Background: an optimization exercise with open tools, aiming at small area, a short achievable clock period and few clock cycles per item. Do not read the settings as production practice.
Where RTL was checked, it was by simulation tests only, not by an equivalence proof against the original.
No functional check of the RTL was part of runs 1, 3 and 4.

==> flow/design.v <==
`timescale 1ns / 1ps
package itaf_pkg;
    localparam logic [6:0] MAX_CHARS = 7'd64;
endpackage
`timescale 1ns / 1ps
`timescale 1ns / 1ps
`timescale 1ns / 1ps
`timescale 1ns / 1ps
module integer_to_ascii_formatter
#(
    parameter int VALUE_WIDTH = 64
)
(
    input  logic                   clk,
    input  logic                   rst_n,
    input  logic                   item_valid,
    output logic                   item_stall,
    input  logic [VALUE_WIDTH-1:0] value,
    input  logic [1:0]             base_select,
    input  logic [6:0]             min_width,
    input  logic [5:0]             min_digits,
    input  logic                   signed_mode,
    input  logic                   left_justify,
    input  logic                   zero_pad,
    input  logic                   plus_sign,
    input  logic                   space_sign,
    input  logic                   alt_prefix,
    input  logic                   lower_case,
    output logic                   char_valid,
    input  logic                   char_stall,
    output logic [7:0]             out_char,
    output logic                   last_char
);
    localparam int NN = 22;         
    localparam int RW = 4 * NN;     
    localparam int S_LEAD  = 0;
    localparam int S_SIGN  = 1;
    localparam int S_P0    = 2;
    localparam int S_PX    = 3;
    localparam int S_ZERO  = 4;
    localparam int S_DIG   = 5;
    localparam int S_TRAIL = 6;
    localparam logic [2:0] C_EMPTY = 3'd0;
    localparam logic [2:0] C_PREP  = 3'd1;
    localparam logic [2:0] C_CONV  = 3'd2;
    localparam logic [2:0] C_PLAN1 = 3'd3;
    localparam logic [2:0] C_PLAN2 = 3'd4;
    localparam logic [2:0] C_READY = 3'd5;
    logic [2:0]    c_state;
    logic          c_busy;
    logic [RW-1:0] c_r;
    logic [4:0]    c_step;
    logic          c_started;
    logic [1:0]    f_base;
    logic [6:0]    f_w;
    logic [5:0]    f_p;
    logic          f_sm, f_lj, f_zp, f_ps, f_ss, f_alt, f_lc;
    logic [1:0]    d_sign;       
    logic          d_hs, d_p0, d_px, d_zpe;
    logic [7:0]    d_wf;         
    logic [5:0]    d_pc;         
    logic [4:0]    p_nd;
    logic [6:0]    p_apos;       
    logic [6:0]    p_q;          
    logic [6:0]    p_pad;
    logic [6:0]    p_n2;
    logic          e_act;
    logic [6:0]    e_seg;
    logic [6:0]    e_cnt;
    logic [RW-1:0] e_dig;
    logic [6:0]    e_n2;
    logic [4:0]    e_nd;
    logic [6:0]    e_n3;
    logic [1:0]    e_sign;
    logic          e_hs, e_p0, e_px, e_lc;
    logic          cv_reg;
    logic [7:0]    oc_reg;
    logic          lc_reg;
    logic          take;
    logic          handoff;
    logic          neg;
    logic [63:0]   raw, mag;
    logic [RW-1:0] lay;
    logic          is_dec, is_hex, is_oct;
    logic          skip;
    logic [RW-1:0] dab;
    logic [1:0]    fixed;
    logic [6:0]    wc;
    assign take   = !c_busy && item_valid;
    assign is_oct = (f_base == 2'd0);
    assign is_dec = (f_base == 2'd1);
    assign is_hex = f_base[1];
    assign raw    = c_r[RW-1 -: 64];
    assign neg    = f_sm && raw[63];
    assign mag    = neg ? (~raw + 64'd1) : raw;
    always_comb
    begin
        lay = '0;
        if (is_dec)
            lay[RW-1 -: 64] = mag;
        else if (is_hex)
            lay[63:0] = mag;
        else
            for (int j = 0; j < NN; j++)
                lay[4*j +: 3] = (j == NN - 1) ? {2'b00, mag[63]} : mag[3*j +: 3];
    end
    function automatic logic [3:0] add3(input logic [3:0] x);
        add3[3] = x[3] | (x[2] & x[0]) | (x[2] & x[1]);
        add3[2] = (x[3] & x[0]) | (x[2] & !x[1] & !x[0]);
        add3[1] = (x[3] & !x[0]) | (!x[2] & x[1]) | (x[1] & x[0]);
        add3[0] = (!x[3] & !x[2] & x[0]) | (x[2] & x[1] & !x[0]) | (x[3] & !x[0]);
    endfunction
    logic [NN-1:0] dmask;
    always_comb
        for (int j = 0; j < NN; j++)
            dmask[j] = (j <= 5) || (c_step >= 5'(j - 5));
    always_comb
    begin
        dab = c_r;
        for (int u = 0; u < 4; u++)
        begin
            for (int j = 0; j < NN; j++)
            begin
                if (j <= 5 || dmask[j])
                    dab[4*j +: 4] = add3(dab[4*j +: 4]);
            end
            dab = {dab[RW-2:0], dab[RW-1]};
        end
    end
    assign skip = !c_started && (c_r[RW-1 -: 16] == 16'd0);
    logic [7:0] a_s, b_s, m_s;
    logic [4:0] nd_calc;
    logic [6:0] pad_calc, n2_calc;
    logic [7:0] q_m_nd;
    assign fixed = 2'(d_hs) + 2'(d_p0) + 2'(d_px);
    always_comb
    begin
        nd_calc = 5'd1;
        for (int j = 0; j < NN; j++)
            if (c_r[4*j +: 4] != 4'd0)
                nd_calc = 5'(j + 1);
    end
    always_comb
    begin
        a_s = d_wf - {2'b00, d_pc};
        m_s = (!d_wf[7] && (d_wf > {2'b00, d_pc})) ? d_wf : {2'b00, d_pc};
        b_s = d_wf - {3'b000, p_nd};
        if (p_nd > {1'b0, d_pc})
            pad_calc = b_s[7] ? 7'd0 : b_s[6:0];
        else
            pad_calc = p_apos;
        q_m_nd  = {1'b0, p_q} - {3'b000, p_nd};
        n2_calc = q_m_nd[7] ? 7'd0 : q_m_nd[6:0];
    end
    assign wc = f_w[6] ? 7'd64 : f_w;
    always_ff @(posedge clk or negedge rst_n)
    begin
        if (!rst_n)
        begin
            c_state <= C_EMPTY;
            c_busy  <= 1'b0;
        end
        else
        begin
            unique case (c_state)
                C_EMPTY:
                    if (item_valid)
                    begin
                        c_state <= C_PREP;
                        c_busy  <= 1'b1;
                    end
                C_PREP:
                    c_state <= is_dec ? C_CONV : C_PLAN1;
                C_CONV:
                    if ((skip && c_step == 5'd12) || (!skip && c_step == 5'd15))
                        c_state <= C_PLAN1;
                C_PLAN1:
                    c_state <= C_PLAN2;
                C_PLAN2:
                    c_state <= C_READY;
                C_READY:
                    if (handoff)
                    begin
                        c_state <= C_EMPTY;
                        c_busy  <= 1'b0;
                    end
                default:
                begin
                    c_state <= C_EMPTY;
                    c_busy  <= 1'b0;
                end
            endcase
        end
    end
    logic [1:0] sign_calc;
    logic       hs_calc, p0_calc, px_calc;
    logic [1:0] fixed_calc;
    always_comb
    begin
        if (neg)                     sign_calc = 2'd1;
        else if (f_sm && f_ps)       sign_calc = 2'd2;
        else if (f_sm && f_ss)       sign_calc = 2'd3;
        else                         sign_calc = 2'd0;
        hs_calc    = (sign_calc != 2'd0);
        p0_calc    = f_alt && !is_dec;
        px_calc    = f_alt && is_hex;
        fixed_calc = 2'(hs_calc) + 2'(p0_calc) + 2'(px_calc);
    end
    always_ff @(posedge clk)
    begin
        unique case (c_state)
            C_EMPTY:
            begin
                c_r[RW-1 -: 64] <= value;
                f_base <= base_select;
                f_w    <= min_width;
                f_p    <= min_digits;
                f_sm   <= signed_mode;
                f_lj   <= left_justify;
                f_zp   <= zero_pad;
                f_ps   <= plus_sign;
                f_ss   <= space_sign;
                f_alt  <= alt_prefix;
                f_lc   <= lower_case;
            end
            C_PREP:
            begin
                c_r       <= lay;
                c_step    <= 5'd0;
                c_started <= 1'b0;
                d_sign    <= sign_calc;
                d_hs      <= hs_calc;
                d_p0      <= p0_calc;
                d_px      <= px_calc;
                d_zpe     <= f_zp && !f_lj;
                d_wf      <= {1'b0, wc} - {6'd0, fixed_calc};
                d_pc      <= ({1'b0, f_p} > (7'd64 - {5'd0, fixed_calc})) ? 6'(7'd64 - {5'd0, fixed_calc}) : f_p;
            end
            C_CONV:
            begin
                if (skip)
                begin
                    c_r    <= {c_r[RW-17:0], 16'd0};
                    c_step <= c_step + 5'd4;
                end
                else
                begin
                    c_r       <= dab;
                    c_step    <= c_step + 5'd1;
                    c_started <= 1'b1;
                end
            end
            C_PLAN1:
            begin
                p_nd   <= nd_calc;
                p_apos <= a_s[7] ? 7'd0 : a_s[6:0];
                p_q    <= d_zpe ? m_s[6:0] : {1'b0, d_pc};
            end
            C_PLAN2:
            begin
                p_pad <= pad_calc;
                p_n2  <= n2_calc;
            end
            default: ;
        endcase
    end
    assign item_stall = c_busy;
    logic       emit;
    logic       seg_end;
    logic       is_last;
    logic [6:0] pres_cur, pres_new;
    logic [6:0] nxt_seg, first_seg;
    logic [6:0] nxt_cnt, first_cnt;
    logic [3:0] dsel;
    logic [7:0] dchar, ch;
    logic [6:0] n1_new, n3_new;
    assign emit    = e_act && (!cv_reg || !char_stall);
    assign seg_end = (e_cnt == 7'd1);
    assign is_last = seg_end && (e_seg[S_TRAIL] || (e_seg[S_DIG] && (e_n3 == 7'd0)));
    assign handoff = (c_state == C_READY) && (!e_act || (emit && is_last));
    assign pres_cur = {e_n3 != 7'd0, 1'b1, e_n2 != 7'd0, e_px, e_p0, e_hs, 1'b0};
    assign n1_new   = (!f_lj && !d_zpe) ? p_pad : 7'd0;
    assign n3_new   = f_lj ? p_pad : 7'd0;
    assign pres_new = {1'b0, 1'b1, p_n2 != 7'd0, d_px, d_p0, d_hs, n1_new != 7'd0};
    always_comb
    begin
        logic [6:0] after;
        logic       found;
        after = '0;
        for (int k = 1; k < 7; k++)
            after[k] = after[k-1] | e_seg[k-1];
        nxt_seg = '0;
        found   = 1'b0;
        for (int k = 0; k < 7; k++)
            if (!found && after[k] && pres_cur[k])
            begin
                nxt_seg[k] = 1'b1;
                found      = 1'b1;
            end
        first_seg = '0;
        found     = 1'b0;
        for (int k = 0; k < 7; k++)
            if (!found && pres_new[k])
            begin
                first_seg[k] = 1'b1;
                found        = 1'b1;
            end
    end
    always_comb
    begin
        nxt_cnt = 7'd1;
        if (nxt_seg[S_ZERO])  nxt_cnt = e_n2;
        if (nxt_seg[S_DIG])   nxt_cnt = {2'b00, e_nd};
        if (nxt_seg[S_TRAIL]) nxt_cnt = e_n3;
        first_cnt = 7'd1;
        if (first_seg[S_LEAD]) first_cnt = n1_new;
        if (first_seg[S_ZERO]) first_cnt = p_n2;
        if (first_seg[S_DIG])  first_cnt = {2'b00, p_nd};
    end
    always_comb
    begin
        dsel = 4'd0;
        for (int j = 0; j < NN; j++)
            if (e_cnt[4:0] == 5'(j + 1))
                dsel = e_dig[4*j +: 4];
        dchar = ((dsel < 4'd10) ? (8'h30 + {4'h0, dsel}) : (8'h37 + {4'h0, dsel})) | {2'b00, e_lc, 5'b00000};
    end
    always_comb
    begin
        ch = 8'h20;
        if (e_seg[S_SIGN])
            ch = (e_sign == 2'd1) ? 8'h2D : (e_sign == 2'd2) ? 8'h2B : 8'h20;
        if (e_seg[S_P0] || e_seg[S_ZERO])
            ch = 8'h30;
        if (e_seg[S_PX])
            ch = e_lc ? 8'h78 : 8'h58;
        if (e_seg[S_DIG])
            ch = dchar;
    end
    always_ff @(posedge clk or negedge rst_n)
    begin
        if (!rst_n)
        begin
            e_act  <= 1'b0;
            cv_reg <= 1'b0;
        end
        else
        begin
            if (emit)
                cv_reg <= 1'b1;
            else if (!char_stall)
                cv_reg <= 1'b0;
            if (handoff)
                e_act <= 1'b1;
            else if (emit && is_last)
                e_act <= 1'b0;
        end
    end
    always_ff @(posedge clk)
    begin
        if (emit)
        begin
            oc_reg <= ch;
            lc_reg <= is_last;
        end
        if (handoff)
        begin
            e_seg  <= first_seg;
            e_cnt  <= first_cnt;
            e_dig  <= c_r;
            e_n2   <= p_n2;
            e_nd   <= p_nd;
            e_n3   <= n3_new;
            e_sign <= d_sign;
            e_hs   <= d_hs;
            e_p0   <= d_p0;
            e_px   <= d_px;
            e_lc   <= f_lc;
        end
        else if (emit)
        begin
            if (seg_end)
            begin
                e_seg <= nxt_seg;
                e_cnt <= nxt_cnt;
            end
            else
                e_cnt <= e_cnt - 7'd1;
        end
    end
    assign char_valid = cv_reg;
    assign out_char   = oc_reg;
    assign last_char  = lc_reg;
endmodule
==> flow/run.sh <==
#!/bin/bash
# synth_recipe.tcl (not shown) runs the flow's synth.tcl, then flattens the netlist and writes it again
# the make line also repeats each setting of config.mk as NAME=value (left out here)
make -C /OpenROAD-flow-scripts/flow DESIGN_CONFIG=/design/flow/config.mk WORK_HOME=/design/flow/orfs CLKGATE_MAP_FILE= SYNTH_SCRIPT=/design/flow/synth_recipe.tcl finish
==> flow/config.mk <==
export PLATFORM = sky130hd
export DESIGN_NAME = integer_to_ascii_formatter
export DESIGN_NICKNAME = integer_to_ascii_formatter
export VERILOG_FILES = /design/flow/design.v
export SDC_FILE = /design/flow/constraint.sdc
export NUM_CORES = 4
export LEC_CHECK = 0
export ABC_AREA = 1
export CAP_MARGIN = 20
export CORE_MARGIN = 2
export CORE_UTILIZATION = 40
export SLEW_MARGIN = 20
==> flow/constraint.sdc <==
create_clock -name core_clock -period 10.0 [get_ports {clk}]
set_input_delay 2.0000 -clock core_clock [delete_from_list [all_inputs] [get_ports {clk}]]
set_output_delay 2.0000 -clock core_clock [all_outputs]
set_load 0.01 [all_outputs]
==> impl_metrics.json, run 1 <==
{
  "fmax_mhz": 206.9,
  "hold_viol": 0,
  "vias_per_cell": 5.719,
  "grt_max_degree": 69,
  "grt_pass1_vias": 22660,
  "fillers": 6323,
  "crit_path_end_kind": "flip-flop",
  "synth_top_area_share_pct": 36.74,
  "fp.dieH_um": 252.8,
  "synth-main-ff-cell": "edfxtp_1",
  "drc": 0,
  "clk_latency_ps": 560,
  "post_cts_resized": 0,
  "h-tree-depth": 2,
  "grt_usage_pct": 27.74,
  "synthTopCellsByArea": "edfxtp_1, nand2_1, inv_1",
  "port-buffer-count": 99,
  "cts-root-buf": "clkbuf_16",
  "clock_sinks": 310,
  "clk_pin_slew_worst_paths_ps": 60,
  "fin_nets": 3698,
  "die_w_um": 252.8,
  "drt-total-wl_um": 90100,
  "fin_crit_sh_pct": 48.33,
  "ant_nets": 0,
  "wire_per_inst_um": 20.62,
  "hold_class": "flip-flop to flip-flop",
  "grt_pass1_wl_um": 135100,
  "die-area_mm2": 0.06392,
  "core_mm2": 0.06148,
  "path_class": "primary input to flip-flop",
  "initial_utilization_pct": 40.28,
  "gp_congestion": 1.006,
  "hpwl_um": 68150,
  "syn2layout_area_growth_pct": 12.17,
  "drive_gt1_share_pct": 5.531,
  "fin_tns_setup_ps": 0,
  "cts_hold_buf": 0,
  "pin_count": 101,
  "cp_max_fo": 68,
  "slew_headroom_pct": 28.96,
  "largestRegisters": "c_r x88, e_dig x88, d_wf x8",
  "arrival_ps": 5010,
  "dr.pass1.iters": 6,
  "worst_pin_slew_ps": 1066,
  "fin_crit_ps": 4833,
  "rsz0062_at_grt": "false",
  "antenna_cells": 0,
  "synth_area_leader_cell": "edfxtp_1",
  "skew_ps": 19.66,
  "max_cap_viol_count": 0,
  "run_status": "finished clean",
  "synthCells": 3479,
  "synth-edff-count": 303,
  "cts_setup_buffers": 0,
  "synth_commonest_cells": "nand2_1, inv_1, nor2_1, edfxtp_1, o21ai_0",
  "start_kind": "primary input",
  "critPathRequiredTime_ps": 10180,
  "cts_tree": "done",
  "synth.most_common_cell": "nand2_1",
  "first_iter_violations": 2836,
  "setup_viol": 0,
  "numCtsBuffers": 38,
  "mappedNetlistArea_mm2": 0.02477,
  "ys_types": 76,
  "gr-total-overflow": 0,
  "vias": 24990,
  "rows": 91,
  "antenna_found_initial": 0,
  "ys_warn_count": 1,
  "synthArstFlopShare_pct": 1.935,
  "ys_ff_latch": 310,
  "ys_seq_area_share_pct": 37.43,
  "syn_avg_cell_area_um2": 7.119,
  "clk_path_buf_depth": 3,
  "drv_slew": 0
}
metrics by stage:
stage	hold slack, ps	std cells	setup WS, ps	area, µm²	utilization [%]
floorplan	400.3	3479	3305	24770	-
global placement	406.3	4304	4620	26610	43.27
detailed placement	406.6	4304	4570	26610	43.27
CTS	419.3	4370	5139	27780	45.18
global route	423.6	4370	4830	27780	45.18
finish	417.5	4370	5167	27780	45.18
metal layers:
metal / part of all wire, % / GRT usage [%]
met5: 0 / 0
met4: 4.7 / 11.53
met3: 9.6 / 4.883
met2: 43 / 43.01
met1: 43 / 38.17
layout make-up:
cell class	count	area [µm²]	area share, %
Tap cell	790	988.4	3.558
Timing Repair Buffer	126	1194	4.297
Clock buffer	47	1056	3.801
Inverter	562	2112	7.603
Multi-Input combinational cell	2516	13040	46.95
Sequential cell	310	9269	33.36
Clock inverter	19	118.9	0.4279
path summary, 6_finish.rpt:
| kind | start | endpoint | slack (ps) | cells past startpoint |
|---|---|---|---|---|
| max | char_stall | e_dig[41] | 5170 | 9 |
| min | d_sign[1] | e_sign[1] | 420 | 0 |
| max reg2reg | c_r[24] | c_r[50] | 5460 | 15 |
| min reg2reg | d_sign[1] | e_sign[1] | 420 | 0 |
| max in group asynchronous | rst_n | e_act | 8000 | 1 |
| min in group asynchronous | rst_n | c_busy | 1730 | 1 |
cells in the final DEF (no fill, tap or decap), types with 6 or more instances in the layout:
cell	instances
edfxtp_1	303
clkbuf_16	39
ha_1	49
nor3_1	57
o21ai_1	53
nand3_1	195
clkdlybuf4s50_1	99
a22oi_1	32
o21ai_0	233
inv_2	30
o211ai_1	72
buf_4	27
nor2_2	14
clkinv_1	12
nand3b_1	9
nor2_1	392
xor2_1	71
o221ai_1	33
a221oi_1	10
o22ai_1	43
a21oi_2	10
a31oi_1	22
dfrtp_1	6
a21oi_1	175
nand4_1	38
o2111ai_1	29
or2_2	22
nor4_1	14
o31ai_1	24
clkinv_2	9
o21ai_2	11
nand2_2	6
inv_1	526
nand2_1	814
worst max-delay path: stages:
cell             delay (ps)
clkdlybuf4s50_1         400
nand2_1                  80
nand2_1                  80
inv_1                   280
nand2_1                 120
nand2_1                  90
nand2_1                 380
inv_4                   810
buf_4                   710
cell families (layout without fill, tap and decap cells):
logic type	after synthesis	count (layout)	synth area share, %
adders and majority gates	54	54	2.880
DFF	310	310	37.43
xor gates and xnor gates	74	74	2.617
and+or+nand+nor	1591	1591	27.04
buffers and inverters	653	754	10.04
AOI/OAI and AO/OA	796	796	19.98
other	1	1	0.01514
==> run 2, diff against run 1 <==
--- a/flow/design.v
+++ b/flow/design.v
@@ -106,12 +106,2 @@
     end
-    function automatic logic [3:0] add3(input logic [3:0] x);
-        add3[3] = x[3] | (x[2] & x[0]) | (x[2] & x[1]);
-        add3[2] = (x[3] & x[0]) | (x[2] & !x[1] & !x[0]);
-        add3[1] = (x[3] & !x[0]) | (!x[2] & x[1]) | (x[1] & x[0]);
-        add3[0] = (!x[3] & !x[2] & x[0]) | (x[2] & x[1] & !x[0]) | (x[3] & !x[0]);
-    endfunction
-    logic [NN-1:0] dmask;
-    always_comb
-        for (int j = 0; j < NN; j++)
-            dmask[j] = (j <= 5) || (c_step >= 5'(j - 5));
     always_comb
@@ -123,4 +113,4 @@
             begin
-                if (j <= 5 || dmask[j])
-                    dab[4*j +: 4] = add3(dab[4*j +: 4]);
+                if ((j <= 5 || 5'(j - 5) <= c_step) && dab[4*j +: 4] >= 4'd5)
+                    dab[4*j +: 4] = dab[4*j +: 4] + 4'd3;
             end
--- a/flow/config.mk
+++ b/flow/config.mk
@@ -7,3 +7,2 @@
 export LEC_CHECK = 0
-export ABC_AREA = 1
 export CAP_MARGIN = 20
==> run 2 against run 1 <==
  * Via count rose by 7.0%
  * Utilization shrank 0.72 points
==> impl_metrics.json, run 2 <==
{
  "initial_utilization_pct": 40.23,
  "drt-total-wl_um": 100800,
  "synthTopCellsByArea": "edfxtp_1, ha_1, mux2i_1",
  "drv_slew": 0,
  "synth_mux_area_share_pct": 7.483,
  "synth_commonest_cells": "edfxtp_1, nor2_1, inv_1, ha_1, nand2_1",
  "synth.most_common_cell": "edfxtp_1",
  "drc": 0,
  "grt_pass1_vias": 25110,
  "cts_hold_buf": 0,
  "gr-total-overflow": 0,
  "synthAdderAreaFrac_pct": 10.33,
  "fmax_mhz": 144.8,
  "worstReg2RegEnd": "c_r[30]",
  "r2r_slack_ps": 3090,
  "cts_setup_buffers": 0,
  "grt_pass1_wl_um": 152300,
  "setup_viol": 0,
  "grtUsageMet1_pct": 34.72,
  "rows": 100,
  "worstHoldStart": "d_sign[1]",
  "synth-edff-count": 303,
  "fp.dieH_um": 276.9,
  "wire_per_inst_um": 22.96,
  "arrival_ps": 7320,
  "hold_depth": 0,
  "largestRegisters": "c_r x88, e_dig x88, d_wf x8",
  "ff2ff_path_depth": 25,
  "cp_max_fo": 22,
  "cp_common_cell": "nand2_1",
  "clk_pin_slew_worst_paths_ps": 70,
  "hold_class": "flip-flop to flip-flop",
  "grt_max_degree": 74,
  "ys_ff_latch": 310,
  "path_class": "flip-flop to flip-flop",
  "synth-main-ff-cell": "edfxtp_1",
  "clk_path_buf_depth": 3,
  "fin_crit_sh_pct": 69.06,
  "hold_end": "e_sign[1]",
  "die-area_mm2": 0.07669,
  "critPathRequiredTime_ps": 10410,
  "post_cts_resized": 0,
  "antenna_found_initial": 2,
  "mappedNetlistArea_mm2": 0.02980,
  "vias": 26740,
  "max_cap_viol_count": 0,
  "synth_compound_area_share_pct": 22.65,
  "ant_nets": 0,
  "port-buffer-count": 99,
  "worst_pin_slew_ps": 1239,
  "h-tree-depth": 2,
  "slowest_delay_ps": 1020,
  "clk_latency_ps": 580,
  "skew_ps": 22.47,
  "dr.pass1.iters": 12,
  "cts_tree": "done",
  "hold_viol": 0,
  "fin_tns_setup_ps": 0,
  "ys_warn_count": 1,
  "yosys.area_share.simple_pct": 17.95,
  "synthArstFlopShare_pct": 1.935,
  "pin_count": 101,
  "use_met3_pct": 4.649,
  "fin_nets": 3726,
  "crit_path_end_kind": "flip-flop",
  "final_area_mm2": 0.03294,
  "run_status": "finished clean",
  "syn2layout_area_growth_pct": 10.54,
  "synth_top_area_share_pct": 30.54,
  "clock_sinks": 310,
  "synthCells": 3373,
  "antenna_cells": 0,
  "met2_usage_pct": 40.60,
  "core_mm2": 0.07407,
  "rsz0062_at_grt": "false",
  "drive_gt1_share_pct": 8.065,
  "syn_avg_cell_area_um2": 8.834,
  "die_w_um": 276.9,
  "crit_slowest_cell": "edfxtp_1",
  "ys_types": 120,
  "hpwl_um": 76980,
  "vias_per_cell": 6.090,
  "synth_area_leader_cell": "edfxtp_1",
  "start_kind": "flip-flop",
  "grt_usage_pct": 25.59,
  "crit-reg2reg-launch": "c_step[2]",
  "synth_xor_area_share_pct": 5.106,
  "mostFrequentLayoutCells": "edfxtp_1, nor2_1, inv_1, ha_1, nand2_1",
  "synth_top_family_by_area": "compound AO/OA/AOI/OAI gates",
  "ys_seq_area_share_pct": 31.11,
  "numCtsBuffers": 39,
  "layout_commonest_cell": "edfxtp_1",
  "gp_congestion": 0.9762,
  "busiest_layer": "met2",
  "first_iter_violations": 3430,
  "slew_headroom_pct": 17.09,
  "cts-root-buf": "clkbuf_16",
  "worst_path_dominant_cell_family": "compound AO/OA/AOI/OAI gates",
  "fin_crit_ps": 6906,
  "worst-path-buf-inv": 2,
  "dpl_cell_area_mm2": 0.03162,
  "crit_path_start": "c_step[2]"
}
run 2: routing by layer:
metal	up-vias	share of wire, %
met5	-	0.013
met4	2	4.0
met3	234	9.3
met2	1208	45
met1	12730	42
li1	12570	-
run 2: stage by stage:
step	hold slack, ps	std cells	worst slack (ps)	utilization (%)
2_1_floorplan	400.3	3373	4106	-
3_3_place_gp	400.5	4321	3329	42.69
3_5_place_dp	406.6	4321	3208	42.69
4_1_cts	419.6	4391	3185	44.46
5_1_grt	423.4	4391	2406	44.46
6_report	416.8	4391	3094	44.46
run 2: how the worst max path moves through the flow:
| stage | to | slack (ps) | cells after the start |
|---|---|---|---|
| floorplan | e_cnt[0] | 4110 | 9 |
| global placement | c_r[50] | 3330 | 28 |
| detailed placement | c_r[30] | 3210 | 25 |
| CTS | c_r[30] | 3190 | 25 |
| global route | c_r[30] | 2410 | 25 |
| finish | c_r[30] | 3090 | 25 |
run 2: area by class of cell:
cell class,instances,area (µm²)
fill,7230,41140
multi-input combinational,2662,18970
sequential,310,9269
timing repair buffer,132,1239
tap,969,1212
clock buffer,48,1062
inverter,248,933.4
clock inverter,22,250.2
run 2: kinds of logic (layout without fill, tap and decap cells):
family	count (synthesis)	after routing
compound gates	991	991
xor+xnor	172	172
fa+ha+maj	243	243
buf+inv	401	450
flops	310	310
mux	211	211
other cells	1	1
simple gates	1044	1044
Testbench counts of run 2, summed over its fixed seeds: cycles 52,338, items 3,200.
==> run 3, diff against run 2 <==
--- a/flow/design.v
+++ b/flow/design.v
@@ -43,3 +43,3 @@
     localparam logic [2:0] C_EMPTY = 3'd0;
-    localparam logic [2:0] C_PREP  = 3'd1;
+    localparam logic [2:0] C_NEG   = 3'd1;
     localparam logic [2:0] C_CONV  = 3'd2;
@@ -57,2 +57,3 @@
     logic          f_sm, f_lj, f_zp, f_ps, f_ss, f_alt, f_lc;
+    logic          f_neg;
     logic [1:0]    d_sign;       
@@ -62,4 +63,2 @@
     logic [4:0]    p_nd;
-    logic [6:0]    p_apos;       
-    logic [6:0]    p_q;          
     logic [6:0]    p_pad;
@@ -78,7 +77,10 @@
     logic          lc_reg;
+    logic          sv_reg;       
+    logic [7:0]    sc_reg;
+    logic          sl_reg;
     logic          take;
     logic          handoff;
-    logic          neg;
+    logic          in_neg, in_dec;
     logic [63:0]   raw, mag;
-    logic [RW-1:0] lay;
+    logic [RW-1:0] lay, lay_in;
     logic          is_dec, is_hex, is_oct;
@@ -93,15 +95,28 @@
     assign raw    = c_r[RW-1 -: 64];
-    assign neg    = f_sm && raw[63];
-    assign mag    = neg ? (~raw + 64'd1) : raw;
-    always_comb
-    begin
-        lay = '0;
-        if (is_dec)
-            lay[RW-1 -: 64] = mag;
-        else if (is_hex)
-            lay[63:0] = mag;
+    assign mag    = ~raw + 64'd1;
+    assign in_neg = signed_mode && value[63];
+    assign in_dec = (base_select == 2'd1);
+    function automatic logic [RW-1:0] layout(input logic [63:0] m, input logic [1:0] b);
+        layout = '0;
+        if (b == 2'd1)
+            layout[RW-1 -: 64] = m;
+        else if (b[1])
+            layout[63:0] = m;
         else
             for (int j = 0; j < NN; j++)
-                lay[4*j +: 3] = (j == NN - 1) ? {2'b00, mag[63]} : mag[3*j +: 3];
-    end
+                layout[4*j +: 3] = (j == NN - 1) ? {2'b00, m[63]} : m[3*j +: 3];
+    endfunction
+    assign lay    = (c_state == C_NEG) ? layout(mag, f_base)
+                                       : layout(value, in_neg ? 2'd1 : base_select);
+    assign lay_in = lay;
+    function automatic logic [3:0] add3(input logic [3:0] x);
+        add3[3] = x[3] | (x[2] & x[0]) | (x[2] & x[1]);
+        add3[2] = (x[3] & x[0]) | (x[2] & !x[1] & !x[0]);
+        add3[1] = (x[3] & !x[0]) | (!x[2] & x[1]) | (x[1] & x[0]);
+        add3[0] = (!x[3] & !x[2] & x[0]) | (x[2] & x[1] & !x[0]) | (x[3] & !x[0]);
+    endfunction
+    logic [NN-1:0] dmask;
+    always_comb
+        for (int j = 0; j < NN; j++)
+            dmask[j] = (j <= 5) || (c_step >= 5'(j - 5));
     always_comb
@@ -113,4 +128,4 @@
             begin
-                if ((j <= 5 || 5'(j - 5) <= c_step) && dab[4*j +: 4] >= 4'd5)
-                    dab[4*j +: 4] = dab[4*j +: 4] + 4'd3;
+                if (j <= 5 || dmask[j])
+                    dab[4*j +: 4] = add3(dab[4*j +: 4]);
             end
@@ -132,12 +147,11 @@
     end
+    logic [6:0] dmax;
     always_comb
     begin
-        a_s = d_wf - {2'b00, d_pc};
-        m_s = (!d_wf[7] && (d_wf > {2'b00, d_pc})) ? d_wf : {2'b00, d_pc};
-        b_s = d_wf - {3'b000, p_nd};
-        if (p_nd > {1'b0, d_pc})
-            pad_calc = b_s[7] ? 7'd0 : b_s[6:0];
-        else
-            pad_calc = p_apos;
-        q_m_nd  = {1'b0, p_q} - {3'b000, p_nd};
+        dmax    = ({2'b00, nd_calc} > {1'b0, d_pc}) ? {2'b00, nd_calc} : {1'b0, d_pc};
+        b_s     = d_wf - {1'b0, dmax};
+        pad_calc = b_s[7] ? 7'd0 : b_s[6:0];
+        m_s     = (!d_wf[7] && (d_wf > {2'b00, d_pc})) ? d_wf : {2'b00, d_pc};
+        a_s     = d_zpe ? m_s : {2'b00, d_pc};
+        q_m_nd  = a_s - {3'b000, nd_calc};
         n2_calc = q_m_nd[7] ? 7'd0 : q_m_nd[6:0];
@@ -158,6 +172,6 @@
                     begin
-                        c_state <= C_PREP;
+                        c_state <= in_neg ? C_NEG : in_dec ? C_CONV : C_PLAN1;
                         c_busy  <= 1'b1;
                     end
-                C_PREP:
+                C_NEG:
                     c_state <= is_dec ? C_CONV : C_PLAN1;
@@ -167,3 +181,3 @@
                 C_PLAN1:
-                    c_state <= C_PLAN2;
+                    c_state <= C_READY;
                 C_PLAN2:
@@ -184,15 +198,14 @@
     end
-    logic [1:0] sign_calc;
-    logic       hs_calc, p0_calc, px_calc;
-    logic [1:0] fixed_calc;
     always_comb
     begin
-        if (neg)                     sign_calc = 2'd1;
-        else if (f_sm && f_ps)       sign_calc = 2'd2;
-        else if (f_sm && f_ss)       sign_calc = 2'd3;
-        else                         sign_calc = 2'd0;
-        hs_calc    = (sign_calc != 2'd0);
-        p0_calc    = f_alt && !is_dec;
-        px_calc    = f_alt && is_hex;
-        fixed_calc = 2'(hs_calc) + 2'(p0_calc) + 2'(px_calc);
+        if (f_neg)                   d_sign = 2'd1;
+        else if (f_sm && f_ps)       d_sign = 2'd2;
+        else if (f_sm && f_ss)       d_sign = 2'd3;
+        else                         d_sign = 2'd0;
+        d_hs  = (d_sign != 2'd0);
+        d_p0  = f_alt && !is_dec;
+        d_px  = f_alt && is_hex;
+        d_zpe = f_zp && !f_lj;
+        d_wf  = {1'b0, wc} - {6'd0, fixed};
+        d_pc  = ({1'b0, f_p} > (7'd64 - {5'd0, fixed})) ? 6'(7'd64 - {5'd0, fixed}) : f_p;
     end
@@ -203,3 +216,6 @@
             begin
-                c_r[RW-1 -: 64] <= value;
+                c_r       <= lay_in;
+                c_step    <= 5'd0;
+                c_started <= 1'b0;
+                f_neg  <= in_neg;
                 f_base <= base_select;
@@ -215,15 +231,4 @@
             end
-            C_PREP:
-            begin
-                c_r       <= lay;
-                c_step    <= 5'd0;
-                c_started <= 1'b0;
-                d_sign    <= sign_calc;
-                d_hs      <= hs_calc;
-                d_p0      <= p0_calc;
-                d_px      <= px_calc;
-                d_zpe     <= f_zp && !f_lj;
-                d_wf      <= {1'b0, wc} - {6'd0, fixed_calc};
-                d_pc      <= ({1'b0, f_p} > (7'd64 - {5'd0, fixed_calc})) ? 6'(7'd64 - {5'd0, fixed_calc}) : f_p;
-            end
+            C_NEG:
+                c_r <= lay;
             C_CONV:
@@ -244,8 +249,3 @@
             begin
-                p_nd   <= nd_calc;
-                p_apos <= a_s[7] ? 7'd0 : a_s[6:0];
-                p_q    <= d_zpe ? m_s[6:0] : {1'b0, d_pc};
-            end
-            C_PLAN2:
-            begin
+                p_nd  <= nd_calc;
                 p_pad <= pad_calc;
@@ -258,2 +258,3 @@
     logic       emit;
+    logic       head_ld;
     logic       seg_end;
@@ -266,3 +267,4 @@
     logic [6:0] n1_new, n3_new;
-    assign emit    = e_act && (!cv_reg || !char_stall);
+    assign emit    = e_act && !sv_reg;
+    assign head_ld = !cv_reg || !char_stall;
     assign seg_end = (e_cnt == 7'd1);
@@ -335,2 +337,3 @@
             cv_reg <= 1'b0;
+            sv_reg <= 1'b0;
         end
@@ -338,6 +341,9 @@
         begin
-            if (emit)
-                cv_reg <= 1'b1;
-            else if (!char_stall)
-                cv_reg <= 1'b0;
+            if (head_ld)
+            begin
+                cv_reg <= sv_reg || emit;
+                sv_reg <= 1'b0;
+            end
+            else if (emit)
+                sv_reg <= 1'b1;
             if (handoff)
@@ -350,6 +356,11 @@
     begin
-        if (emit)
+        if (head_ld)
+        begin
+            oc_reg <= sv_reg ? sc_reg : ch;
+            lc_reg <= sv_reg ? sl_reg : is_last;
+        end
+        if (!head_ld && !sv_reg)
         begin
-            oc_reg <= ch;
-            lc_reg <= is_last;
+            sc_reg <= ch;
+            sl_reg <= is_last;
         end
--- a/flow/config.mk
+++ b/flow/config.mk
@@ -7,2 +7,3 @@
 export LEC_CHECK = 0
+export ABC_AREA = 1
 export CAP_MARGIN = 20
==> run 3 against run 2 <==
  * Still clean on timing, DRC and antenna
  * Die area down 16%
  * Critical path depth up 12
  * Maximum frequency down 4.0%
  * Area after synthesis down 16%
  * Design area down 15%
  * Via count down 0.37%
  * Clock skew up 11 ps
  * Worst setup slack worse by 290 ps
  * Sequential cell count down 24
  * Critical path type unchanged
  * Largest cell class unchanged
==> impl_metrics.json, run 3 <==
{
  "port-buffer-count": 99,
  "hpwl_um": 77800,
  "critPathRequiredTime_ps": 10330,
  "cts_hold_buf": 0,
  "whs_ps": 435.7,
  "drt-total-wl_um": 101300,
  "synthArstFlopShare_pct": 2.448,
  "path_class": "flip-flop to flip-flop",
  "synthTopCellsByArea": "edfxtp_1, nand2_1, inv_1",
  "cts-root-buf": "clkbuf_16",
  "skew_ps": 33.62,
  "synth_compound_area_share_pct": 22.35,
  "first_iter_violations": 3408,
  "ff2ff_path_depth": 37,
  "fin_nets": 3853,
  "synth_mux_area_share_pct": 0.04011,
  "fmax_mhz": 139.0,
  "hold_viol": 0,
  "synth_xor_area_share_pct": 1.895,
  "synth-main-ff-cell": "edfxtp_1",
  "die-area_mm2": 0.06440,
  "vias_per_cell": 5.821,
  "r2r_slack_ps": 2810,
  "grt_pass1_vias": 23990,
  "slew_headroom_pct": 28.91,
  "top_layer": "met5",
  "met3_length_um": 11490,
  "ys_types": 83,
  "h-tree-depth": 2,
  "final_area_mm2": 0.02791,
  "wire_per_inst_um": 22.13,
  "cp_max_fo": 33,
  "run_status": "finished clean",
  "worst_pin_slew_ps": 1057,
  "drive_gt1_share_pct": 5.722,
  "yosys.area_share.simple_pct": 27.97,
  "cts_tree": "done",
  "ant_nets": 0,
  "setup_viol": 0,
  "post_cts_resized": 0,
  "worst_path_dominant_cell_family": "simple AND/OR/NAND/NOR gates",
  "synth-edff-count": 278,
  "cp_common_cell": "nand2_1",
  "mappedNetlistArea_mm2": 0.02496,
  "synth_top_area_share_pct": 33.45,
  "clk_latency_ps": 580,
  "gp_congestion": 1.051,
  "grt_max_degree": 75,
  "dpl_cell_area_mm2": 0.02680,
  "synth_top_family_by_area": "simple AND/OR/NAND/NOR gates",
  "fin_tns_setup_ps": 0,
  "syn2layout_area_growth_pct": 11.83,
  "cts_setup_buffers": 0,
  "mostFrequentLayoutCells": "nand2_1, inv_1, nor2_1",
  "crit_slowest_cell": "fa_1",
  "gr-total-overflow": 0,
  "grt_pass1_wl_um": 149100,
  "arrival_ps": 7520,
  "antenna_cells": 0,
  "largestRegisters": "c_r x88, e_dig x88",
  "slowest_delay_ps": 520,
  "met2WireLength_um": 42120,
  "max_cap_viol_count": 0,
  "core_mm2": 0.06171,
  "antenna_found_initial": 1,
  "hold_class": "flip-flop to flip-flop",
  "synthAdderAreaFrac_pct": 2.597,
  "numCtsBuffers": 37,
  "worstSetupPathDepth": 37,
  "grt_usage_pct": 30.84,
  "met1_length_um": 42210,
  "fp.dieH_um": 253.8,
  "synth_area_leader_cell": "edfxtp_1",
  "worst-path-buf-inv": 9,
  "synth_commonest_cells": "nand2_1, inv_1, nor2_1, o21ai_0, edfxtp_1",
  "synth.most_common_cell": "nand2_1",
  "drv_slew": 0,
  "fin_crit_ps": 7193,
  "die_w_um": 253.8,
  "rsz0062_at_grt": "false",
  "ys_seq_area_share_pct": 34.23,
  "rows": 91,
  "ys_ff_latch": 286,
  "fin_crit_sh_pct": 71.93,
  "clk_pin_slew_worst_paths_ps": 60,
  "syn_avg_cell_area_um2": 6.832,
  "drc": 0,
  "pin_count": 101,
  "hold_depth": 0,
  "vias": 26640,
  "synthCells": 3653,
  "start_kind": "flip-flop",
  "ys_warn_count": 1,
  "initial_utilization_pct": 40.44,
  "layout_commonest_cell": "nand2_1",
  "clk_path_buf_depth": 3,
  "dr.pass1.iters": 12,
  "clock_sinks": 286,
  "crit_path_end_kind": "flip-flop"
}
run 3: path summary, 6_finish.rpt:
| path | from | endpoint |
|---|---|---|
| setup / recovery | f_base[1] | p_pad[4] |
| hold / removal | f_lc | e_lc |
| setup reg to reg | f_base[1] | p_pad[4] |
| hold reg to reg | f_lc | e_lc |
| max in group asynchronous | rst_n | c_busy |
| min in group asynchronous | rst_n | c_state[1] |
run 3: stage by stage:
| stage | worst slack [ps] | util (%) | instances |
|---|---|---|---|
| 2_1_floorplan | 3781 | - | 3653 |
| 3_3_place_gp | 2880 | 43.42 | 4511 |
| 3_5_place_dp | 2793 | 43.42 | 4511 |
| 4_1_cts | 2779 | 45.22 | 4577 |
| 5_1_grt | 1969 | 45.23 | 4577 |
| 6_report | 2807 | 45.23 | 4577 |
run 3: cells by family (layout without fill, tap and decap cells):
logic type / after synthesis / count (layout)
multiplexers: 1 / 1
flip-flops: 286 / 286
adder cells (fa/ha/maj): 50 / 50
XOR/XNOR: 54 / 54
AO/OA/AOI/OAI: 911 / 911
AND/OR/NAND/NOR: 1640 / 1640
other: 1 / 1
buffers and inverters: 710 / 797
run 3: layout make-up:
type                            count  area (µm²)
Sequential cell                   286        8543
Tap cell                          837        1047
Timing Repair Buffer              126        1194
Clock buffer                       46       959.7
Clock inverter                     20       147.6
Inverter                          605        2271
Multi-Input combinational cell   2657       13750
Fill cell                        6423       33800
run 3: metal layers:
layer	vias up	track usage [%]
met4	2	14.30
met2	1538	45.57
met1	12250	42.39
met5	-	0
li1	12530	-
met3	322	7.406
==> run 4, diff against run 3 <==
==> flow/flow/run.sh (new file) <==
#!/bin/bash
# Standard layout, with the timing repair aiming at a setup margin of 6.0 ns.
set -euo pipefail
bash standard.sh SETUP_SLACK_MARGIN=6.0 finish > standard.log 2>&1
==> flow/standard.sh (new file) <==
#!/bin/bash
# synth_recipe.tcl (not shown) runs the flow's synth.tcl, then flattens the netlist and writes it again
# the make line also repeats each setting of config.mk as NAME=value (left out here)
make -C /OpenROAD-flow-scripts/flow DESIGN_CONFIG=/design/flow/config.mk WORK_HOME=/design/flow/orfs CLKGATE_MAP_FILE= SYNTH_SCRIPT=/design/flow/synth_recipe.tcl "${@:-finish}"
removed: flow/run.sh
==> run 4 against run 3 <==
  * Still clean
  * Worst setup slack improved by 1400 ps
  * Hold slack got worse by 10 ps
  * Die area unchanged
  * Clock-buffer cell count down 2
  * Largest cell class unchanged
==> impl_metrics.json, run 4 <==
{
  "fin_crit_ps": 5824,
  "h-tree-depth": 2,
  "gr-total-overflow": 0,
  "stdcell_count": 4738,
  "die_w_um": 253.8,
  "cp_max_fo": 7,
  "dr.pass1.iters": 8,
  "syn_avg_cell_area_um2": 6.832,
  "mostFrequentLayoutCells": "nand2_1, inv_1, nor2_1",
  "die-area_mm2": 0.06440,
  "clk_latency_ps": 580,
  "cts-root-buf": "clkbuf_16",
  "seq_area_mm2": 0.008543,
  "mappedNetlistArea_mm2": 0.02496,
  "core_mm2": 0.06171,
  "ant_nets": 0,
  "cp_common_cell": "nand2_1",
  "grt_pass1_vias": 25030,
  "synth_commonest_cells": "nand2_1, inv_1, nor2_1, o21ai_0, edfxtp_1",
  "initial_utilization_pct": 40.44,
  "hpwl_um": 79230,
  "layout_commonest_cell": "nand2_1",
  "path_class": "flip-flop to flip-flop",
  "hold_class": "flip-flop to flip-flop",
  "drive_gt1_share_pct": 14.16,
  "synth_top_area_share_pct": 33.45,
  "arrival_ps": 6150,
  "syn2layout_area_growth_pct": 22.12,
  "drc": 0,
  "synth_area_leader_cell": "edfxtp_1",
  "final_area_mm2": 0.03048,
  "synthCells": 3653,
  "gp_congestion": 1.024,
  "clock_sinks": 286,
  "worst_pin_slew_ps": 1160,
  "clk_pin_slew_worst_paths_ps": 60,
  "ys_ff_latch": 286,
  "clk_path_buf_depth": 3,
  "critPathRequiredTime_ps": 10330,
  "fillers": 6318,
  "start_kind": "flip-flop",
  "cts_tree": "done",
  "fin_ws_ps": 4176,
  "slowest_delay_ps": 620,
  "grt_pass1_wl_um": 156100,
  "synth-edff-count": 278,
  "whs_ps": 425.4,
  "vias": 27760,
  "largestRegisters": "c_r x88, e_dig x88",
  "wire_per_inst_um": 22.81,
  "setup_viol": 0,
  "drv_slew": 0,
  "synth.most_common_cell": "nand2_1",
  "dpl_cell_area_mm2": 0.02683,
  "fin_crit_sh_pct": 58.24,
  "synthArstFlopShare_pct": 2.448,
  "fmax_mhz": 171.7,
  "slew_headroom_pct": 22.36,
  "rows": 91,
  "ys_types": 83,
  "vias_per_cell": 5.859,
  "drt-total-wl_um": 108100,
  "synthTopCellsByArea": "edfxtp_1, nand2_1, inv_1",
  "grt_usage_pct": 32.38,
  "crit_path_end_kind": "flip-flop",
  "synth-main-ff-cell": "edfxtp_1",
  "numCtsBuffers": 36,
  "grt_max_degree": 70,
  "ys_seq_area_share_pct": 34.23,
  "multi_input_area_mm2": 0.01475,
  "run_status": "finished clean",
  "dp_cells": 4509,
  "fp.dieH_um": 253.8,
  "first_iter_violations": 3676,
  "ys_warn_count": 1,
  "antenna_found_initial": 3,
  "crit_slowest_cell": "fa_2",
  "fin_nets": 4014,
  "rsz0062_at_grt": "true",
  "fin_tns_setup_ps": 0,
  "max_cap_viol_count": 0,
  "hold_viol": 0,
  "skew_ps": 25.64,
  "post-place-ws_ps": 2861,
  "final_core_util_pct": 49.39,
  "port-buffer-count": 99,
  "pin_count": 101
}
==> run 4: cell type report <==
cell class	instances	share of cell area, %
multi-input combinational	2657	48.41
sequential	286	28.03
timing repair buffer	287	8.642
inverter	605	7.710
tap	837	3.436
clock buffer	44	3.087
clock inverter	19	0.6404
timing repair inverter	1	0.02874
antenna	2	0.01642
==> run 4: per-layer routing <==
layer  part of all wire, %  GRT usage [%]  vias to the layer above
met5                 0.062              0                        -
met4                   5.9          15.83                        4
met3                    12          7.385                      360
met2                    42          48.17                     1682
met1                    40          44.17                    12850
li1                      -              -                    12860
==> run 4: path summary, 6_finish.rpt <==
| path | cells after the start | endpoint | slack (ps) | start |
|---|---|---|---|---|
| hold / removal | 0 | e_lc | 430 | f_lc |
| min in group asynchronous | 1 | sv_reg | 1740 | rst_n |
| setup reg to reg | 38 | p_pad[4] | 4180 | f_ps |
| max in group asynchronous | 1 | c_state[1] | 7950 | rst_n |
| hold reg to reg | 0 | e_lc | 430 | f_lc |
| setup / recovery | 38 | p_pad[4] | 4180 | f_ps |
==> run 4: worst max-delay path: cells and delay by family (launching register included) <==
kind,cells,cell delay [ps]
AND/OR/NAND/NOR,16,1840
XOR/XNOR,1,170
AO/OA/AOI/OAI,9,970
buffers and inverters,7,560
adder cells (fa/ha/maj),5,1660
flip-flops,1,390
==> run 4: kinds of logic after synthesis <==
family	Yosys count	share of synthesized area [%]
muxes	1	0.04011
DFF	286	34.23
adders and majority gates	50	2.597
xor gates and xnor gates	54	1.895
buffers and inverters	710	10.90
other	1	0.01503
AOI/OAI and AO/OA	911	22.35
and+or+nand+nor	1640	27.97
==> run 4: timing repair <==
| item | 4_1_cts | 5_1_grt |
|---|---|---|
| pin swaps | 43 | 60 |
| hold buffers | 0 | 0 |
| resized for setup | 114 | 174 |
| endpoints found under the hold margin | 0 | 0 |
| setup buffers | 70 | 89 |
| endpoints found under the setup margin | 177 | 216 |
| cloned | 3 | 2 |
==> run 5, diff against run 4 <==
--- a/flow/design.v
+++ b/flow/design.v
@@ -50,2 +50,4 @@
     logic          c_busy;
+    logic          c_rdy;        
+    logic          free;         
     logic [RW-1:0] c_r;
@@ -63,2 +65,4 @@
     logic [4:0]    p_nd;
+    logic          p_gt;         
+    logic [7:0]    p_q;          
     logic [6:0]    p_pad;
@@ -68,2 +72,5 @@
     logic [6:0]    e_cnt;
+    logic          e_one;        
+    logic          e_nt;         
+    logic          e_n2one, e_ndone, e_n3one;    
     logic [RW-1:0] e_dig;
@@ -90,3 +97,4 @@
     logic [6:0]    wc;
-    assign take   = !c_busy && item_valid;
+    assign free   = !c_busy || handoff;
+    assign take   = free && item_valid;
     assign is_oct = (f_base == 2'd0);
@@ -150,8 +158,8 @@
     begin
-        dmax    = ({2'b00, nd_calc} > {1'b0, d_pc}) ? {2'b00, nd_calc} : {1'b0, d_pc};
-        b_s     = d_wf - {1'b0, dmax};
-        pad_calc = b_s[7] ? 7'd0 : b_s[6:0];
         m_s     = (!d_wf[7] && (d_wf > {2'b00, d_pc})) ? d_wf : {2'b00, d_pc};
         a_s     = d_zpe ? m_s : {2'b00, d_pc};
-        q_m_nd  = a_s - {3'b000, nd_calc};
+        dmax    = p_gt ? {2'b00, p_nd} : {1'b0, d_pc};
+        b_s     = d_wf - {1'b0, dmax};
+        pad_calc = b_s[7] ? 7'd0 : b_s[6:0];
+        q_m_nd  = p_q - {3'b000, p_nd};
         n2_calc = q_m_nd[7] ? 7'd0 : q_m_nd[6:0];
@@ -165,2 +173,3 @@
             c_busy  <= 1'b0;
+            c_rdy   <= 1'b0;
         end
@@ -168,20 +177,34 @@
         begin
-            unique case (c_state)
-                C_EMPTY:
-                    if (item_valid)
+            c_rdy <= 1'b0;
+            if (free)
+            begin
+                if (item_valid)
+                begin
+                    c_state <= in_neg ? C_NEG : in_dec ? C_CONV : C_PLAN1;
+                    c_busy  <= 1'b1;
+                end
+                else
+                begin
+                    c_state <= C_EMPTY;
+                    c_busy  <= 1'b0;
+                end
+            end
+            else
+            begin
+                unique case (c_state)
+                    C_NEG:
+                        c_state <= is_dec ? C_CONV : C_PLAN1;
+                    C_CONV:
+                        if ((skip && c_step == 5'd12) || (!skip && c_step == 5'd15))
+                            c_state <= C_PLAN1;
+                    C_PLAN1:
+                        c_state <= C_PLAN2;
+                    C_PLAN2:
                     begin
-                        c_state <= in_neg ? C_NEG : in_dec ? C_CONV : C_PLAN1;
-                        c_busy  <= 1'b1;
+                        c_state <= C_READY;
+                        c_rdy   <= 1'b1;
                     end
-                C_NEG:
-                    c_state <= is_dec ? C_CONV : C_PLAN1;
-                C_CONV:
-                    if ((skip && c_step == 5'd12) || (!skip && c_step == 5'd15))
-                        c_state <= C_PLAN1;
-                C_PLAN1:
-                    c_state <= C_READY;
-                C_PLAN2:
-                    c_state <= C_READY;
-                C_READY:
-                    if (handoff)
+                    C_READY:
+                        c_rdy   <= 1'b1;
+                    default:
                     begin
@@ -190,8 +213,4 @@
                     end
-                default:
-                begin
-                    c_state <= C_EMPTY;
-                    c_busy  <= 1'b0;
-                end
-            endcase
+                endcase
+            end
         end
@@ -213,4 +232,3 @@
     begin
-        unique case (c_state)
-            C_EMPTY:
+        if (free)
             begin
@@ -231,2 +249,4 @@
             end
+        else
+        case (c_state)
             C_NEG:
@@ -250,2 +270,7 @@
                 p_nd  <= nd_calc;
+                p_gt  <= ({1'b0, nd_calc} > d_pc);
+                p_q   <= a_s;
+            end
+            C_PLAN2:
+            begin
                 p_pad <= pad_calc;
@@ -256,3 +281,3 @@
     end
-    assign item_stall = c_busy;
+    assign item_stall = !free;
     logic       emit;
@@ -269,5 +294,5 @@
     assign head_ld = !cv_reg || !char_stall;
-    assign seg_end = (e_cnt == 7'd1);
-    assign is_last = seg_end && (e_seg[S_TRAIL] || (e_seg[S_DIG] && (e_n3 == 7'd0)));
-    assign handoff = (c_state == C_READY) && (!e_act || (emit && is_last));
+    assign seg_end = e_one;
+    assign is_last = e_one && (e_seg[S_TRAIL] || (e_seg[S_DIG] && e_nt));
+    assign handoff = c_rdy && (!e_act || (emit && is_last));
     assign pres_cur = {e_n3 != 7'd0, 1'b1, e_n2 != 7'd0, e_px, e_p0, e_hs, 1'b0};
@@ -370,2 +395,7 @@
             e_cnt  <= first_cnt;
+            e_one  <= (first_cnt == 7'd1);
+            e_nt   <= (n3_new == 7'd0);
+            e_n2one <= (p_n2 == 7'd1);
+            e_ndone <= (p_nd == 5'd1);
+            e_n3one <= (n3_new == 7'd1);
             e_dig  <= c_r;
@@ -386,5 +416,10 @@
                 e_cnt <= nxt_cnt;
+                e_one <= (nxt_seg[S_ZERO] && e_n2one) || (nxt_seg[S_DIG] && e_ndone)
+                      || (nxt_seg[S_TRAIL] && e_n3one) || nxt_seg[S_SIGN] || nxt_seg[S_P0] || nxt_seg[S_PX];
             end
             else
+            begin
                 e_cnt <= e_cnt - 7'd1;
+                e_one <= (e_cnt == 7'd2);
+            end
         end
==> flow/flow/run.sh (replaced) <==
#!/bin/bash
# Standard layout, with the timing repair aiming at a setup margin of 6.5 ns.
set -euo pipefail
bash standard.sh SETUP_SLACK_MARGIN=6.5 finish > standard.log 2>&1
==> run 5 against run 4 <==
  * Still clean
  * Non-clock buffer count grew 125
  * First-iteration DRC count grew 16%
  * Sequential share of layout area shrank 2.0 points
==> impl_metrics.json, run 5 <==
{
  "fp.dieH_um": 259.0,
  "syn2layout_area_growth_pct": 32.04,
  "fmax_mhz": 208.7,
  "crit_slowest_cell": "fa_2",
  "max_cap_viol_count": 0,
  "vias_per_cell": 6.025,
  "synthTopCellsByArea": "edfxtp_1, nand2_1, inv_1",
  "crit-reg2reg-launch": "f_base[1]",
  "hold_depth": 0,
  "path_class": "flip-flop to flip-flop",
  "wire_per_inst_um": 23.47,
  "stdcell_count": 5015,
  "fillers": 6183,
  "die_w_um": 259.0,
  "vias": 30220,
  "grt_pass1_wl_um": 165600,
  "port-buffer-count": 99,
  "slowest_delay_ps": 600,
  "mostFrequentLayoutCells": "nand2_1, inv_1, nor2_1",
  "fin_crit_ps": 4792,
  "ys_ff_latch": 301,
  "gr-total-overflow": 0,
  "fin_nets": 4276,
  "synth-edff-count": 286,
  "clock_sinks": 301,
  "cp_max_fo": 7,
  "cts-root-buf": "clkbuf_16",
  "worstHoldStart": "f_lc",
  "die-area_mm2": 0.06708,
  "pin_count": 101,
  "cts_hold_buf": 0,
  "synthArstFlopShare_pct": 2.658,
  "drv_slew": 0,
  "run_status": "finished clean",
  "dr.pass1.iters": 10,
  "ys_warn_count": 1,
  "synth_area_leader_cell": "edfxtp_1",
  "cts_tree": "done",
  "h-tree-depth": 2,
  "first_iter_violations": 4280,
  "crit_path_end_kind": "flip-flop",
  "antenna_found_initial": 1,
  "critPathRequiredTime_ps": 10300,
  "fin_tns_setup_ps": 0,
  "core_mm2": 0.06435,
  "r2r_slack_ps": 5210,
  "clk_latency_ps": 580,
  "rsz0062_at_grt": "true",
  "ys_seq_area_share_pct": 34.33,
  "worstReg2RegEnd": "p_pad[3]",
  "dp_cells": 4647,
  "arrival_ps": 5090,
  "synth-main-ff-cell": "edfxtp_1",
  "ant_nets": 0,
  "clk_path_buf_depth": 3,
  "numCtsBuffers": 36,
  "gp_congestion": 1.055,
  "ff2ff_path_depth": 32,
  "drive_gt1_share_pct": 23.20,
  "whs_ps": 434.7,
  "layout_commonest_cell": "nand2_1",
  "drt-total-wl_um": 117700,
  "mappedNetlistArea_mm2": 0.02601,
  "hold_viol": 0,
  "start_kind": "flip-flop",
  "syn_avg_cell_area_um2": 6.855,
  "synth.most_common_cell": "nand2_1",
  "slew_headroom_pct": 31.19,
  "setup_viol": 0,
  "skew_ps": 37.10,
  "synth_commonest_cells": "nand2_1, inv_1, nor2_1, a21oi_1, edfxtp_1",
  "fin_crit_sh_pct": 47.92,
  "fin_ws_ps": 5208,
  "hold_end": "e_lc",
  "synthCells": 3794,
  "grt_usage_pct": 32.85,
  "grt_pass1_vias": 26600,
  "rows": 93,
  "hold_class": "flip-flop to flip-flop",
  "drc": 0,
  "synth_top_area_share_pct": 33.02,
  "initial_utilization_pct": 40.42,
  "ys_types": 84,
  "post-place-ws_ps": 4010,
  "clk_pin_slew_worst_paths_ps": 60,
  "worst_pin_slew_ps": 1024,
  "hpwl_um": 81110,
  "grt_max_degree": 77,
  "largestRegisters": "c_r x88, e_dig x88, p_q x8"
}
run 5: cell count changes after synthesis, moves of 22 or more:
cell and change:
a21oi_1 +117, nand2_1 -53, o21ai_0 -41, inv_2 +25, o21ai_1 +25, o2111ai_1 -22
run 5: worst max path at each step:
stage	slack (ps)	cells past startpoint	end	start
after floorplan	5340	29	p_pad[2]	f_base[1]
after global placement	4050	32	p_pad[2]	f_base[1]
after detailed placement	4010	32	p_pad[2]	f_base[1]
after CTS	5340	34	p_pad[0]	f_base[1]
after global routing	4990	34	p_pad[3]	f_base[1]
final	5210	32	p_pad[3]	f_base[1]
run 5: cell families after synthesis:
kind of cell,count (synthesis),share of synthesized area (%)
AO/OA/AOI/OAI,1028,23.97
XOR/XNOR,51,1.717
adder cells (fa/ha/maj),54,2.713
buffers and inverters,745,10.87
flip-flops,301,34.33
other,1,0.01442
AND/OR/NAND/NOR,1614,26.38
run 5: cell type report:
type	count	area, µm²	share of cell area (%)
diodes	4	10.01	0.02915
clock buffers	45	975.9	2.842
clock inverters	17	231.5	0.6740
inverters	623	2487	7.243
multi-input cells	2756	16910	49.22
flip-flops and latches	301	8946	26.05
well taps	855	1070	3.115
repair buffers	412	3701	10.78
repair inverters	2	16.27	0.04736
run 5: stage by stage:
step                      util [%]  cell area, µm²
after floorplan                  -           26140
after global placement       43.31           27870
after detailed placement     43.31           27870
after CTS                    48.71           31350
after global routing         53.36           34330
final                        53.37           34340
run 5: routing by layer:
layer  GRT usage, %  vias to the layer above  part of all wire, %
li1               -                    13700                    -
met1          42.69                    13890                   37
met2          48.71                     2030                   41
met3          10.45                      598                   14
met4          17.21                        0                  7.3
met5              0                        -                    0
run 5: worst max-delay path: cells and delay by family (launching register included):
kind | cells | cell delay, ps
DFF | 1 | 450
AOI/OAI and AO/OA | 7 | 730
buffers and inverters | 7 | 590
and+or+nand+nor | 13 | 1150
xor gates and xnor gates | 1 | 160
adders and majority gates | 4 | 1410
run 5: timing repair:
action                                  in CTS  in global routing
gates cloned                                 9                  2
gates resized for setup                    299                433
buffers inserted                           131                160
pin swaps                                   85                197
endpoints found under the setup margin     292                180
Testbench counts of run 5, summed over its fixed seeds: cycles 50,510, items 3,200.
==> run 6, diff against run 5 <==
==> flow/flow/run.sh (replaced) <==
#!/bin/bash
# Standard layout, with the timing repair aiming at a setup margin of 6.0 ns.
set -euo pipefail
bash standard.sh SETUP_SLACK_MARGIN=6.0 finish > standard.log 2>&1
==> run 6 against run 5 <==
  * First-iteration DRC count down 7.5%
  * Clock skew shrank 0.65 ps
  * Utilization decreased by 5.2 points
  * Maximum frequency fell by 3.2%
  * Critical path depth shrank 5
  * Hold slack worse by 3.4 ps
  * Non-clock buffer count is 156 lower
  * Design area shrank 9.8%
  * Via count is 5.0% lower
  * Critical path type unchanged
  * Largest cell class unchanged
==> impl_metrics.json, run 6 <==
{
  "run_status": "finished clean",
  "mostFrequentLayoutCells": "nand2_1, inv_1, nor2_1",
  "hold_class": "flip-flop to flip-flop",
  "die_w_um": 259.0,
  "pin_count": 101,
  "layout_commonest_cell": "nand2_1",
  "mappedNetlistArea_mm2": 0.02601,
  "path_class": "flip-flop to flip-flop",
  "synth-main-ff-cell": "edfxtp_1",
  "fin_tns_setup_ps": 0,
  "ys_ff_latch": 301,
  "ff2ff_path_depth": 27,
  "synth.most_common_cell": "nand2_1",
  "ys_types": 84,
  "die-area_mm2": 0.06708,
  "core_mm2": 0.06435,
  "start_kind": "flip-flop",
  "ant_nets": 0,
  "clk_latency_ps": 570,
  "hold_depth": 0,
  "clk_path_buf_depth": 3,
  "clock_sinks": 301,
  "worst_pin_slew_ps": 1035,
  "fin_crit_sh_pct": 49.48,
  "fin_ws_ps": 5052,
  "setup_viol": 0,
  "critPathRequiredTime_ps": 10300,
  "dp_cells": 4647,
  "cp_max_fo": 7,
  "grt_max_degree": 85,
  "clk_pin_slew_worst_paths_ps": 70,
  "cts-root-buf": "clkbuf_16",
  "drv_slew": 0,
  "wire_per_inst_um": 22.46,
  "drc": 0,
  "max_cap_viol_count": 0,
  "post-place-ws_ps": 3801,
  "gr-total-overflow": 0,
  "hpwl_um": 80820,
  "ys_warn_count": 1,
  "ys_seq_area_share_pct": 34.33,
  "synthArstFlopShare_pct": 2.658,
  "vias_per_cell": 5.911,
  "fmax_mhz": 202.1,
  "numCtsBuffers": 35,
  "gp_congestion": 1.035,
  "syn_avg_cell_area_um2": 6.855,
  "slew_headroom_pct": 31.03,
  "grt_usage_pct": 31.32,
  "synthTopCellsByArea": "edfxtp_1, nand2_1, inv_1",
  "grt_pass1_wl_um": 158500,
  "fin_nets": 4118,
  "synth-edff-count": 286,
  "fin_crit_ps": 4948,
  "drt-total-wl_um": 109100,
  "h-tree-depth": 2,
  "skew_ps": 36.45,
  "cts_tree": "done",
  "rows": 93,
  "port-buffer-count": 99,
  "drive_gt1_share_pct": 13.13,
  "initial_utilization_pct": 40.42,
  "hold_viol": 0,
  "rsz0062_at_grt": "true",
  "synth_area_leader_cell": "edfxtp_1",
  "arrival_ps": 5240,
  "dr.pass1.iters": 7,
  "synthCells": 3794,
  "stdcell_count": 4857,
  "fp.dieH_um": 259.0,
  "whs_ps": 431.4,
  "grt_pass1_vias": 25510,
  "crit_path_end_kind": "flip-flop",
  "largestRegisters": "c_r x88, e_dig x88, p_q x8",
  "synth_top_area_share_pct": 33.02,
  "synth_commonest_cells": "nand2_1, inv_1, nor2_1, a21oi_1, edfxtp_1",
  "first_iter_violations": 3961,
  "syn2layout_area_growth_pct": 19.09,
  "antenna_found_initial": 2,
  "vias": 28710
}
-- run 6: cell types whose count changed in the layout (fill, tap and decap cells not counted), moves of 24 or more --
cell / previous run / this run
nor2_1: 378 / 427
nand3_2: 27 / 3
nand3_1: 156 / 189
nand2_1: 689 / 741
a21oi_2: 56 / 28
nor2_2: 52 / 27
nand2_2: 49 / 21
a21oi_1: 271 / 307
nor2_4: 50 / 24
buf_4: 254 / 148
buf_6: 44 / 7
o21ai_0: 195 / 223
-- run 6: worst max-delay path: stages, from the launching register on --
cell      delay (ps)
edfxtp_1         440
nor2_4           210
clkinv_8          90
nand2_4           80
inv_4             40
fa_2             630
inv_2             80
ha_4             280
inv_4             40
ha_4             250
nand4_1           80
or4_4            470
nand2_8          140
clkinv_8          80
o21ai_2          240
nand2_1           90
o21ai_0          110
ha_1             300
inv_1            110
nor2_2            70
o21ai_1          110
nand2_1           80
nand2_1           70
inv_2             50
nor3_4           140
xor2_2           180
buf_6            160
nor3b_2           50
-- run 6: final timing paths --
kind	start	to	slack, ps
max in group asynchronous	rst_n	sv_reg	7950
worst min-delay path	f_lc	e_lc	430
worst min register to register	f_lc	e_lc	430
worst max register to register	f_base[1]	p_pad[4]	5050
worst max-delay path	f_base[1]	p_pad[4]	5050
min in group asynchronous	rst_n	e_act	1750
-- run 6: stage by stage --
step,utilization (%),cell area (µm²)
floorplan,-,26120
global route,48.13,30970
global placement,43.29,27860
CTS,46.50,29930
finish,48.14,30970
detailed placement,43.30,27870
-- run 6: what timing repair did --
item | in CTS | in global routing
cloned | 7 | 1
gates resized for setup | 95 | 111
pin swaps | 27 | 23
setup endpoints to repair | 182 | 98
setup buffers | 59 | 78
hold buffers | 0 | 0
-- run 6: cell type report --
cell class / instances / area, µm²
diodes: 2 / 5.005
clock buffers: 47 / 1023
clock inverters: 16 / 212.7
fillers: 6426 / 33370
inverters: 623 / 2397
multi-input cells: 2754 / 15100
flip-flops and latches: 301 / 8935
well taps: 855 / 1070
repair buffers: 256 / 2212
repair inverters: 3 / 21.27
-- run 6: kinds of logic (layout without fill, tap and decap cells) --
kind of cell / after synthesis / count (layout) / share of synthesized area [%]
other: 1 / 4 / 0.01442
AO/OA/AOI/OAI: 1028 / 1028 / 23.97
flip-flops: 301 / 301 / 34.33
XOR/XNOR: 51 / 51 / 1.717
AND/OR/NAND/NOR: 1614 / 1619 / 26.38
adder cells (fa/ha/maj): 54 / 54 / 2.713
buffers and inverters: 745 / 945 / 10.87
-- run 6: layer usage --
layer	GRT usage [%]	vias up	wire, µm
li1	-	13370	-
met1	41.83	13140	42920
met2	46.20	1761	45010
met3	8.563	436	13970
met4	16.20	4	7154
met5	0	-	20

[port drivers added, routing unchanged]
In the flow no input, the clock included, has a driving cell. The finished layouts below were timed again as built, in two steps.
Step 1 assumes that a clkbuf_16 drives the clock port and a buf_2 every other input.
Step 2 moves the port delays by t, midway between the first and last clock arrival at a register: inputs arrive t later, outputs are due t later. That takes back most of the time a late clock gives input paths.
a / b / c = ideal / step 1 / step 2; a / b = the first two.
run	t, ns	setup WS [ns]	hold slack, ns
run 1	0.607	5.167 / 5.199 / 4.591	0.417 / 0.417 / 0.417
run 2	0.621	3.094 / 3.094 / 3.094	0.417 / 0.417 / 0.417
run 3	0.627	2.807 / 2.807 / 2.807	0.436 / 0.436 / 0.436
run 4	0.623	4.176 / 4.176 / 4.176	0.425 / 0.425 / 0.425
run 5	0.617	5.208 / 5.208 / 5.208	0.435 / 0.435 / 0.435
run 6	0.605	5.052 / 5.052 / 5.052	0.431 / 0.431 / 0.431
After both steps setup and hold are still met in every run listed. The setup slack of run 1, which loses most, moves by +0.032 ns with the drivers and by -0.576 ns with both steps.
